Context: an optimization exercise on an open-source flow, tuned for small area, a short achievable clock period and few clock cycles per item. The choices shown serve that exercise and are no tape-out recipe. Only simulation tests tie the RTL to the original design; equivalence was not proved. No activity file was given, so power comes from the tool's default toggle rates.

### flow/config.mk
export PLATFORM = sky130hd
export DESIGN_NAME = learning_switch_with_tree_election_unit
export DESIGN_NICKNAME = learning_switch_with_tree_election_unit
export VERILOG_FILES = /design/flow/design.v
export SDC_FILE = /design/flow/constraint.sdc
export NUM_CORES = 4
export LEC_CHECK = 0
export CAP_MARGIN = 20
export CORE_MARGIN = 2
export CORE_UTILIZATION = 40
export SLEW_MARGIN = 20
### flow/constraint.sdc
create_clock -name core_clock -period 6.0 [get_ports {clk_i}]
set_input_delay 1.2000 -clock core_clock [delete_from_list [all_inputs] [get_ports {clk_i}]]
set_output_delay 1.2000 -clock core_clock [all_outputs]
set_load 0.01 [all_outputs]
### flow/design.v
`default_nettype none
package lsw_pkg;
  localparam int unsigned PortsDefault        = 8;
  localparam int unsigned TableEntriesDefault = 256;
  localparam int unsigned CmdQueueDepth       = 2;
  localparam int unsigned ResQueueDepth       = 2;
  localparam int unsigned PortMaskW           = 8;
  localparam int unsigned CfgIdxW             = 1;
  localparam int unsigned CfgDataW            = 16;
  localparam logic [CfgIdxW-1:0] CfgSwitchId      = 1'b0;
  localparam logic [CfgIdxW-1:0] CfgControlPeriod = 1'b1;
  localparam logic [7:0]  SwitchIdReset      = 8'd0;
  localparam logic [15:0] ControlPeriodReset = 16'd10;
  localparam logic [1:0] ActNone    = 2'd0;
  localparam logic [1:0] ActForward = 2'd1;
  localparam logic [1:0] ActFlood   = 2'd2;
  localparam logic [1:0] ActControl = 2'd3;
  localparam logic [1:0] SndHost   = 2'd1;
  localparam logic [1:0] SndSwitch = 2'd2;
  typedef enum logic [1:0] {
    OpTick = 2'd0,
    OpCtrl = 2'd1,
    OpData = 2'd2,
    OpDrop = 2'd3
  } op_e;
  typedef struct packed {
    op_e        op;
    logic [2:0] in_port;
    logic [7:0] src;
    logic [7:0] dst;
    logic [1:0] sender_type;
    logic [7:0] adv_root;
    logic [7:0] adv_dist;
    logic       sender_child;
  } cmd_t;
  typedef struct packed {
    logic [1:0]           action;
    logic [2:0]           out_port;
    logic [PortMaskW-1:0] port_mask;
    logic [7:0]           ctl_root;
    logic [7:0]           ctl_dist;
    logic [PortMaskW-1:0] child_mask;
  } result_t;
  localparam int unsigned CmdW = 40;
  localparam int unsigned ResW = 37;
  function automatic logic [PortMaskW-1:0] all_ports(input integer ports);
    integer i;
    all_ports = '0;
    for (i = 0; i < PortMaskW; i = i + 1) begin
      all_ports[i] = (i < ports);
    end
  endfunction
endpackage
`default_nettype wire
`default_nettype none
module lsw_fifo #(
  parameter int unsigned W     = 8,
  parameter int unsigned DEPTH = 2
) (
  input  wire  clk_i,
  input  wire  rst_ni,
  input  wire  push_i,
  input  wire  [W-1:0] data_i,
  output logic full_o,
  input  wire  pop_i,
  output logic [W-1:0] data_o,
  output logic empty_o
);
  localparam int unsigned PtrW = (DEPTH > 1) ? $clog2(DEPTH) : 1;
  localparam int unsigned CntW = $clog2(DEPTH + 1);
  logic [W-1:0]    mem_q [DEPTH];
  logic [PtrW-1:0] wr_ptr_q, wr_ptr_d;
  logic [PtrW-1:0] rd_ptr_q, rd_ptr_d;
  logic [CntW-1:0] count_q, count_d;
  logic            do_push, do_pop;
  assign full_o  = (count_q == CntW'(DEPTH));
  assign empty_o = (count_q == '0);
  assign do_push = push_i && !full_o;
  assign do_pop  = pop_i && !empty_o;
  assign data_o  = mem_q[rd_ptr_q];
  always_comb begin
    wr_ptr_d = wr_ptr_q;
    rd_ptr_d = rd_ptr_q;
    count_d  = count_q;
    if (do_push) begin
      wr_ptr_d = (wr_ptr_q == PtrW'(DEPTH - 1)) ? '0 : wr_ptr_q + PtrW'(1);
    end
    if (do_pop) begin
      rd_ptr_d = (rd_ptr_q == PtrW'(DEPTH - 1)) ? '0 : rd_ptr_q + PtrW'(1);
    end
    if (do_push && !do_pop) begin
      count_d = count_q + CntW'(1);
    end else if (do_pop && !do_push) begin
      count_d = count_q - CntW'(1);
    end
  end
  always_ff @(posedge clk_i or negedge rst_ni) begin
    if (!rst_ni) begin
      wr_ptr_q <= '0;
      rd_ptr_q <= '0;
      count_q  <= '0;
    end else begin
      wr_ptr_q <= wr_ptr_d;
      rd_ptr_q <= rd_ptr_d;
      count_q  <= count_d;
    end
  end
  always_ff @(posedge clk_i) begin
    if (do_push) begin
      mem_q[wr_ptr_q] <= data_i;
    end
  end
endmodule
`default_nettype wire
`default_nettype none
module lsw_front #(
  parameter int unsigned PORTS = lsw_pkg::PortsDefault
) (
  input  wire               clk_i,
  input  wire               rst_ni,
  input  wire               push,
  output logic              full,
  input  wire               kind_i,
  input  wire  [2:0]        in_port_i,
  input  wire  [7:0]        pkt_src_i,
  input  wire  [7:0]        pkt_dst_i,
  input  wire               is_control_i,
  input  wire  [1:0]        sender_type_i,
  input  wire  [7:0]        adv_root_i,
  input  wire  [7:0]        adv_dist_i,
  input  wire               sender_child_i,
  output lsw_pkg::cmd_t     cmd_o,
  output logic              cmd_valid_o,
  input  wire               cmd_pop_i
);
  lsw_pkg::cmd_t cmd;
  logic          cmd_empty;
  always_comb begin
    cmd.in_port      = in_port_i;
    cmd.src          = pkt_src_i;
    cmd.dst          = pkt_dst_i;
    cmd.sender_type  = sender_type_i;
    cmd.adv_root     = adv_root_i;
    cmd.adv_dist     = adv_dist_i;
    cmd.sender_child = sender_child_i;
    if (!kind_i) begin
      cmd.op = lsw_pkg::OpTick;
    end else if (32'(in_port_i) >= 32'(PORTS)) begin
      cmd.op = lsw_pkg::OpDrop;
    end else if (is_control_i) begin
      cmd.op = lsw_pkg::OpCtrl;
    end else begin
      cmd.op = lsw_pkg::OpData;
    end
  end
  lsw_fifo #(
    .W     (lsw_pkg::CmdW),
    .DEPTH (lsw_pkg::CmdQueueDepth)
  ) u_cmd_queue (
    .clk_i   (clk_i),
    .rst_ni  (rst_ni),
    .push_i  (push),
    .data_i  (cmd),
    .full_o  (full),
    .pop_i   (cmd_pop_i),
    .data_o  (cmd_o),
    .empty_o (cmd_empty)
  );
  assign cmd_valid_o = !cmd_empty;
endmodule
`default_nettype wire
`default_nettype none
module lsw_back #(
  parameter int unsigned PORTS         = lsw_pkg::PortsDefault,
  parameter int unsigned TABLE_ENTRIES = lsw_pkg::TableEntriesDefault
) (
  input  wire                                clk_i,
  input  wire                                rst_ni,
  input  wire                                cfg_we_i,
  input  wire  [lsw_pkg::CfgIdxW-1:0]        cfg_idx_i,
  input  wire  [lsw_pkg::CfgDataW-1:0]       cfg_wdata_i,
  input  wire lsw_pkg::cmd_t                 cmd_i,
  input  wire                                cmd_valid_i,
  output logic                               cmd_pop_o,
  output lsw_pkg::result_t                   res_o,
  output logic                               res_push_o,
  input  wire                                res_full_i
);
  localparam int unsigned IdxW = $clog2(TABLE_ENTRIES);
  localparam logic [8:0] TableLimit = 9'(TABLE_ENTRIES);
  localparam logic [lsw_pkg::PortMaskW-1:0] AllPorts = lsw_pkg::all_ports(PORTS);
  logic          s1_valid_q;
  lsw_pkg::cmd_t s1_cmd_q;
  logic          fwd_hit_q;
  logic [2:0]    fwd_port_q;
  logic [2:0]    rd_port_q;
  logic [2:0]    entry_port_mem [TABLE_ENTRIES];
  logic [TABLE_ENTRIES-1:0] entry_valid_q;
  logic [15:0] period_q, period_d;
  logic [7:0]  root_id_q, root_id_d;
  logic [7:0]  root_dist_q, root_dist_d;
  logic        parent_known_q, parent_known_d;
  logic [2:0]  parent_port_q, parent_port_d;
  logic [lsw_pkg::PortMaskW-1:0] tree_q, tree_d;
  logic [15:0] tick_q, tick_d;
  logic            advance, complete;
  logic [IdxW-1:0] rd_idx, src_idx, dst_idx;
  logic            src_ok, dst_ok, dst_hit, learn_en;
  logic [15:0]     tick_inc;
  logic [8:0]      cand;
  logic [lsw_pkg::PortMaskW-1:0] in_bit;
  assign advance    = !s1_valid_q || !res_full_i;
  assign complete   = s1_valid_q && !res_full_i;
  assign cmd_pop_o  = cmd_valid_i && advance;
  assign res_push_o = complete;
  assign rd_idx   = cmd_i.dst[IdxW-1:0];
  assign src_idx  = s1_cmd_q.src[IdxW-1:0];
  assign dst_idx  = s1_cmd_q.dst[IdxW-1:0];
  assign src_ok   = ({1'b0, s1_cmd_q.src} < TableLimit);
  assign dst_ok   = ({1'b0, s1_cmd_q.dst} < TableLimit);
  assign dst_hit  = dst_ok && entry_valid_q[dst_idx];
  assign learn_en = complete && src_ok && !entry_valid_q[src_idx] &&
                    ((s1_cmd_q.op == lsw_pkg::OpCtrl) || (s1_cmd_q.op == lsw_pkg::OpData));
  assign tick_inc = tick_q + 16'd1;
  assign cand     = {1'b0, s1_cmd_q.adv_dist} + 9'd1;
  assign in_bit   = lsw_pkg::PortMaskW'(1) << s1_cmd_q.in_port;
  always_comb begin
    period_d       = period_q;
    root_id_d      = root_id_q;
    root_dist_d    = root_dist_q;
    parent_known_d = parent_known_q;
    parent_port_d  = parent_port_q;
    tree_d         = tree_q;
    tick_d         = tick_q;
    res_o          = '0;
    res_o.action   = lsw_pkg::ActNone;
    if (complete) begin
      unique case (s1_cmd_q.op)
        lsw_pkg::OpTick: begin
          if (tick_inc >= period_q) begin
            tick_d           = '0;
            res_o.action     = lsw_pkg::ActControl;
            res_o.port_mask  = AllPorts;
            res_o.ctl_root   = root_id_q;
            res_o.ctl_dist   = root_dist_q;
            res_o.child_mask = parent_known_q ?
                               ((lsw_pkg::PortMaskW'(1) << parent_port_q) & AllPorts) : '0;
          end else begin
            tick_d = tick_inc;
          end
        end
        lsw_pkg::OpCtrl: begin
          if (s1_cmd_q.sender_type == lsw_pkg::SndSwitch) begin
            if (s1_cmd_q.adv_root < root_id_q) begin
              root_id_d      = s1_cmd_q.adv_root;
              parent_known_d = 1'b1;
              parent_port_d  = s1_cmd_q.in_port;
              root_dist_d    = cand[8] ? 8'hFF : cand[7:0];
            end else if (s1_cmd_q.adv_root == root_id_q && {1'b0, root_dist_q} > cand) begin
              parent_known_d = 1'b1;
              parent_port_d  = s1_cmd_q.in_port;
              root_dist_d    = cand[7:0];
            end
          end
          if (s1_cmd_q.sender_type == lsw_pkg::SndHost) begin
            tree_d = tree_q | in_bit;
          end else if (s1_cmd_q.sender_type == lsw_pkg::SndSwitch &&
                       ((parent_known_d && parent_port_d == s1_cmd_q.in_port) ||
                        s1_cmd_q.sender_child)) begin
            tree_d = tree_q | in_bit;
          end else begin
            tree_d = tree_q & ~in_bit;
          end
        end
        lsw_pkg::OpData: begin
          if (dst_hit) begin
            res_o.action   = lsw_pkg::ActForward;
            res_o.out_port = fwd_hit_q ? fwd_port_q : rd_port_q;
          end else begin
            res_o.action    = lsw_pkg::ActFlood;
            res_o.port_mask = (parent_known_q ? tree_q : AllPorts) & AllPorts & ~in_bit;
          end
        end
        lsw_pkg::OpDrop: begin
          res_o.action = lsw_pkg::ActNone;
        end
      endcase
    end
    if (cfg_we_i) begin
      unique case (cfg_idx_i)
        lsw_pkg::CfgSwitchId: begin
          root_id_d      = cfg_wdata_i[7:0];
          root_dist_d    = '0;
          parent_known_d = 1'b0;
          parent_port_d  = '0;
        end
        lsw_pkg::CfgControlPeriod: begin
          period_d = cfg_wdata_i;
        end
      endcase
    end
  end
  always_ff @(posedge clk_i or negedge rst_ni) begin
    if (!rst_ni) begin
      s1_valid_q     <= 1'b0;
      period_q       <= lsw_pkg::ControlPeriodReset;
      root_id_q      <= lsw_pkg::SwitchIdReset;
      root_dist_q    <= '0;
      parent_known_q <= 1'b0;
      parent_port_q  <= '0;
      tree_q         <= '0;
      tick_q         <= '0;
      entry_valid_q  <= '0;
    end else begin
      if (advance) begin
        s1_valid_q <= cmd_pop_o;
      end
      period_q       <= period_d;
      root_id_q      <= root_id_d;
      root_dist_q    <= root_dist_d;
      parent_known_q <= parent_known_d;
      parent_port_q  <= parent_port_d;
      tree_q         <= tree_d;
      tick_q         <= tick_d;
      if (learn_en) begin
        entry_valid_q[src_idx] <= 1'b1;
      end
    end
  end
  always_ff @(posedge clk_i) begin
    if (cmd_pop_o) begin
      s1_cmd_q   <= cmd_i;
      fwd_hit_q  <= learn_en && (src_idx == rd_idx);
      fwd_port_q <= s1_cmd_q.in_port;
    end
  end
  always_ff @(posedge clk_i) begin
    if (learn_en) begin
      entry_port_mem[src_idx] <= s1_cmd_q.in_port;
    end
    if (cmd_pop_o) begin
      rd_port_q <= entry_port_mem[rd_idx];
    end
  end
endmodule
`default_nettype wire
`default_nettype none
module learning_switch_with_tree_election_unit #(
  parameter int unsigned PORTS         = lsw_pkg::PortsDefault,
  parameter int unsigned TABLE_ENTRIES = lsw_pkg::TableEntriesDefault
) (
  input  wire                          clk_i,
  input  wire                          rst_ni,
  input  wire                          cfg_we_i,
  input  wire  [lsw_pkg::CfgIdxW-1:0]  cfg_idx_i,
  input  wire  [lsw_pkg::CfgDataW-1:0] cfg_wdata_i,
  input  wire                          push,
  output logic                         full,
  input  wire                          kind_i,
  input  wire  [2:0]                   in_port_i,
  input  wire  [7:0]                   pkt_src_i,
  input  wire  [7:0]                   pkt_dst_i,
  input  wire                          is_control_i,
  input  wire  [1:0]                   sender_type_i,
  input  wire  [7:0]                   adv_root_i,
  input  wire  [7:0]                   adv_dist_i,
  input  wire                          sender_child_i,
  output logic                         empty,
  input  wire                          pop,
  output logic [1:0]                   action_o,
  output logic [2:0]                   out_port_o,
  output logic [7:0]                   port_mask_o,
  output logic [7:0]                   ctl_root_o,
  output logic [7:0]                   ctl_dist_o,
  output logic [7:0]                   child_mask_o
);
  lsw_pkg::cmd_t    cmd;
  logic             cmd_valid, cmd_pop;
  lsw_pkg::result_t res_in, res_out;
  logic             res_push, res_full;
  lsw_front #(
    .PORTS (PORTS)
  ) u_front (
    .clk_i          (clk_i),
    .rst_ni         (rst_ni),
    .push           (push),
    .full           (full),
    .kind_i         (kind_i),
    .in_port_i      (in_port_i),
    .pkt_src_i      (pkt_src_i),
    .pkt_dst_i      (pkt_dst_i),
    .is_control_i   (is_control_i),
    .sender_type_i  (sender_type_i),
    .adv_root_i     (adv_root_i),
    .adv_dist_i     (adv_dist_i),
    .sender_child_i (sender_child_i),
    .cmd_o          (cmd),
    .cmd_valid_o    (cmd_valid),
    .cmd_pop_i      (cmd_pop)
  );
  lsw_back #(
    .PORTS         (PORTS),
    .TABLE_ENTRIES (TABLE_ENTRIES)
  ) u_back (
    .clk_i       (clk_i),
    .rst_ni      (rst_ni),
    .cfg_we_i    (cfg_we_i),
    .cfg_idx_i   (cfg_idx_i),
    .cfg_wdata_i (cfg_wdata_i),
    .cmd_i       (cmd),
    .cmd_valid_i (cmd_valid),
    .cmd_pop_o   (cmd_pop),
    .res_o       (res_in),
    .res_push_o  (res_push),
    .res_full_i  (res_full)
  );
  lsw_fifo #(
    .W     (lsw_pkg::ResW),
    .DEPTH (lsw_pkg::ResQueueDepth)
  ) u_res_queue (
    .clk_i   (clk_i),
    .rst_ni  (rst_ni),
    .push_i  (res_push),
    .data_i  (res_in),
    .full_o  (res_full),
    .pop_i   (pop),
    .data_o  (res_out),
    .empty_o (empty)
  );
  assign action_o     = res_out.action;
  assign out_port_o   = res_out.out_port;
  assign port_mask_o  = res_out.port_mask;
  assign ctl_root_o   = res_out.ctl_root;
  assign ctl_dist_o   = res_out.ctl_dist;
  assign child_mask_o = res_out.child_mask;
endmodule
`default_nettype wire
### flow/run.sh
#!/bin/bash
# synth_recipe.tcl (not shown) runs the flow's synth.tcl, then flattens the netlist and writes it again
# the make line also repeats each setting of config.mk as NAME=value (left out here)
make -C /OpenROAD-flow-scripts/flow DESIGN_CONFIG=/design/flow/config.mk WORK_HOME=/design/flow/orfs CLKGATE_MAP_FILE= SYNTH_SCRIPT=/design/flow/synth_recipe.tcl finish
==> results.tsv <==
metric	value	unit
outcome	no timing/DRC/antenna violations	
CTS resizes	0	
drt wl/cell	25.6	um
Power Dens Cells	511	nW/um2
DIE AREA	144000	um2
Cell Chain, Critical Path	buf_12 -> mux4_2 -> mux4_2 -> a22oi_1 -> a21boi_1 -> or4_4 -> nor2_2 -> buf_4 -> nand3_2 -> nor2_1	
TritonCTS clock tree	done	
GR Layer Usage met2	34.4	%
grt total ovfl	0	
synthesis-to-layout area growth	14.2	%
post-route ant nets	0	
RSZ-0062 raised after global routing	no	
IO Count	101	
Cell Rows	137	
fin. max-slew vios	0	
Worst Path Max Fanout	74	
Total GRT Usage	22.0	%
Core Area	140000	um2
clock buffer depth	3	
area occupied by multi-input gates	18000	um2
Slew @ Worst Pin	1.25	ns
Critical R2R Launch	u_back.s1_cmd_q[27]	
CP required	6.44	ns
Async S/R FF share, synth	25.1	%
critical path's slowest cell	or4_4	
top_reg_cell synth	edfxtp_1	
# hold bufs at CTS	0	
max incr delay on CP	0.69	ns
Avg Vias per Cell	5.82	
Die Wd	380	um
yosys warns	4	
# nets final	4348	
number of max-cap violations	0	
Min-Delay Path Class	input pin to asynchronous set/reset pin	
count of cell types in the netlist	85	
GR peak layer	met2	
WL final	160	mm
register area	37200	um2
vias in the first global route	35900	
initial antenna violation count	2	
relative max-transition margin	16.6	%
FILL cells	12300	
worst-skew pair later-pin latency	0.79	ns
grt met1 use	31.3	%
hold_ws	0.337	ns
pre-CTS WS	0.963	ns
Initial Util	40.4	%
fin crit period	5.06	ns
number of DRC markers in iteration 0	4298	
DP HPWL	99.6	mm
die height	380	um
RD Place Congestion	0.871	
hold violation total from the final report	0	
Post-route DRC	0	
routing usage on met3	4.21	%
CTS Root Cell	clkbuf_16	
Pre-antenna DRT Iters	7	
via count	36300	
EDFF count, synth	969	
LEAKAGE	24.4	nW
clk slew on worst S/H paths	0.06	ns
Critical Path AT	5.50	ns
Net Count, Synth	4269	
worst-case reg-to-reg path depth	10	
Worst Skew	0.0302	ns
global-route wire length before repair	239	mm
Sink Count	1294	
Post-Synthesis Cells	4164	
Fmax	0.197	GHz
CP Capture Type	register	
fin crit share	84.4	%
PnR worst setup slack	0.937	ns
Reg2Reg Capture Point	u_back.entry_port_mem[26][1]	
Seq/Total Area, Yosys	66.0	%
syn_area_per_cell	13.5	um2
setup TNS	0	ns
VDD IR max	0.000373	V
Final Setup Violations	0	
I/O Buffers	100	
Design Power	0.0329	W
cts bufs inserted	141	
largest net degree at the start of global routing	221	
setup slack, reg-to-reg	0.94	ns
# Post-CTS Setup Buffers	0	
Setup CP Type	register to register	
CP dominant cell by count	mux4_2	
#FFs+latches synth	1294	
H-tree depth	4	
CP startpoint kind	register	
layout cells sized above 1	14.6	%
synthesized cell area	56400	um2
[metrics by stage]
step | area [um2] | utilization, % | cells
CTS | 64400 | 46.1 | 6235
global route | 64400 | 46.1 | 6235
floorplan | 56400 | - | 4164
finish | 64400 | 46.1 | 6236
detailed placement | 59800 | 42.8 | 5976
global placement | 59800 | 42.8 | 5975
[cell families (layout without fill, tap and decap cells)]
logic type / count (synthesis) / count (layout) / share of synthesized area (%)
other cells: 0 / 1 / 0
xor+xnor: 53 / 53 / 0.896
mux: 383 / 383 / 10.5
fa+ha+maj: 44 / 44 / 0.971
flops: 1294 / 1294 / 66.0
compound gates: 606 / 606 / 7.88
simple gates: 1455 / 1455 / 11.4
buf+inv: 329 / 524 / 2.33
[where the power goes]
| group | internal, W | switching, W |
|---|---|---|
| registers | 0.0118 | 0.000912 |
| logic | 0.00388 | 0.00765 |
| clock network | 0.00503 | 0.00364 |
| total | 0.0207 | 0.0122 |
[worst max path at each step]
stage	from	endpoint	slack [ns]	depth (start not counted)
2_1_floorplan	u_back.s1_cmd_q[35]	register	1.44	6
3_3_place_gp	u_back.s1_cmd_q[27]	u_back.entry_port_mem[170][0]	1.08	10
3_5_place_dp	u_back.s1_cmd_q[27]	u_back.entry_port_mem[26][1]	0.96	10
4_1_cts	u_back.s1_cmd_q[27]	u_back.entry_port_mem[106][0]	0.98	10
5_1_grt	u_back.s1_cmd_q[27]	u_back.entry_port_mem[42][0]	0.73	10
6_report	u_back.s1_cmd_q[27]	u_back.entry_port_mem[26][1]	0.94	10
[state kept, by name, summed over array words and instances (netlist names), 2 cells and up, named ones only]
signal,flops
u_back.s1_cmd_q,40
u_back.entry_valid_q,256
u_back.tick_q,16
u_res_queue.count_q,2
u_res_queue.mem_q,74
u_back.parent_port_q,3
u_front.u_cmd_queue.mem_q,80
u_back.fwd_port_q,3
u_front.u_cmd_queue.count_q,2
u_back.root_dist_q,8
u_back.rd_port_q,3
u_back.entry_port_mem,768
u_back.root_id_q,8
u_back.period_q,16
[cell type report]
| class | instances | share of cell area, % |
|---|---|---|
| Sequential cell | 1294 | 57.8 |
| Timing Repair Buffer | 207 | 3.12 |
| Clock buffer | 185 | 6.04 |
| Clock inverter | 74 | 1.13 |
| Antenna cell | 1 | 0.00388 |
| Tap cell | 1876 | 3.64 |
| Multi-Input combinational cell | 2541 | 27.9 |
| Inverter | 58 | 0.353 |
[synthesized netlist by cell type (5+ instances only)]
cell type / number / area share, %
nand3_2: 9 / 0.16
a31oi_1: 45 / 0.50
nand2_1: 629 / 4.2
a32oi_1: 11 / 0.17
nor2_1: 355 / 2.4
edfxtp_1: 969 / 52
a2111oi_0: 6 / 0.093
and2_1: 7 / 0.078
nor3_1: 10 / 0.089
buf_1: 47 / 0.31
a32o_1: 6 / 0.11
a211oi_1: 14 / 0.19
and3_1: 54 / 0.60
a22oi_1: 18 / 0.24
xor2_1: 18 / 0.28
o21bai_2: 20 / 0.40
nor4_1: 21 / 0.23
o221a_2: 7 / 0.14
inv_1: 54 / 0.36
a22o_1: 10 / 0.16
a21o_1: 139 / 1.8
nand3_1: 250 / 2.2
or3_1: 14 / 0.16
mux2_2: 88 / 1.8
nand4_1: 39 / 0.43
xnor2_1: 32 / 0.50
o21ai_0: 45 / 0.40
o221ai_1: 10 / 0.16
mux2i_1: 135 / 2.4
nor3b_1: 6 / 0.080
nor2b_1: 29 / 0.32
nand2b_1: 11 / 0.12
a21oi_1: 63 / 0.56
buf_4: 5 / 0.067
buf_2: 38 / 0.34
a311oi_1: 37 / 0.57
dfrtp_1: 323 / 14
clkbuf_1: 179 / 1.2
o21bai_1: 100 / 1.3
ha_1: 43 / 0.95
mux4_2: 160 / 6.4
o22ai_1: 30 / 0.33
[placed cells by master, fill, tap and decap left out, types with 14 or more instances in the layout]
cell type          n
a211oi_1          14
o22ai_1           30
a21o_1           139
a311oi_1          37
nor2b_1           27
clkbuf_16        146
xor2_1            18
a31oi_1           45
buf_4             90
mux2_2            88
a22oi_1           18
buf_12            16
xnor2_1           32
o21bai_1         100
o21ai_0           44
mux4_2           160
a21oi_1           63
clkdlybuf4s50_1   99
mux2i_1          131
clkbuf_1          30
clkinv_2          25
clkinv_1          25
nand3_1          250
and3_1            52
o21bai_2          20
inv_1             50
nor4_1            21
nor2_1           353
edfxtp_1         969
ha_1              43
nand4_1           39
nand2_1          629
dfrtp_1          322
[layer usage]
layer / wire length (um) / vias up
li1: - / 15800
met3: 13200 / 249
met2: 74600 / 1558
met5: 0 / -
met1: 67700 / 18700
met4: 4250 / 0
[worst max-delay path, delay by kind of cell (launching register included)]
family / cells / cell delay, ns
and+or+nand+nor: 4 / 2.01
muxes: 2 / 1.07
buffers and inverters: 2 / 0.77
DFF: 1 / 0.38
AOI/OAI and AO/OA: 2 / 0.35
Testbench counts, summed over its fixed seeds: cycles 24,024, items 24,000.

afterwards: timing with drivers on the ports:
How much do the figures lean on ideal ports? The routed layout below was timed once more, with nothing changed but the port constraints. Step 1: set_driving_cell puts a clkbuf_16 on clk_i and a buf_2 on each other input, an assumption about the parent block. Step 2 moves the port delays by t, midway between the first and last clock arrival at a register: inputs arrive t later, outputs are due t later. That takes back most of the time a late clock gives input paths. Slacks: no drivers / after step 1 / after step 2; pairs: no drivers / after step 1.
shift t [ns]: 0.849
setup WS [ns]: 0.937 / 0.937 / 0.937
worst setup path at the end: register to register
worst data-port slew with drivers (ns): 0.16
After both steps setup and hold are still met in this run. The setup slack of this run moves by 0.000 ns with the drivers and by 0.000 ns with both steps.
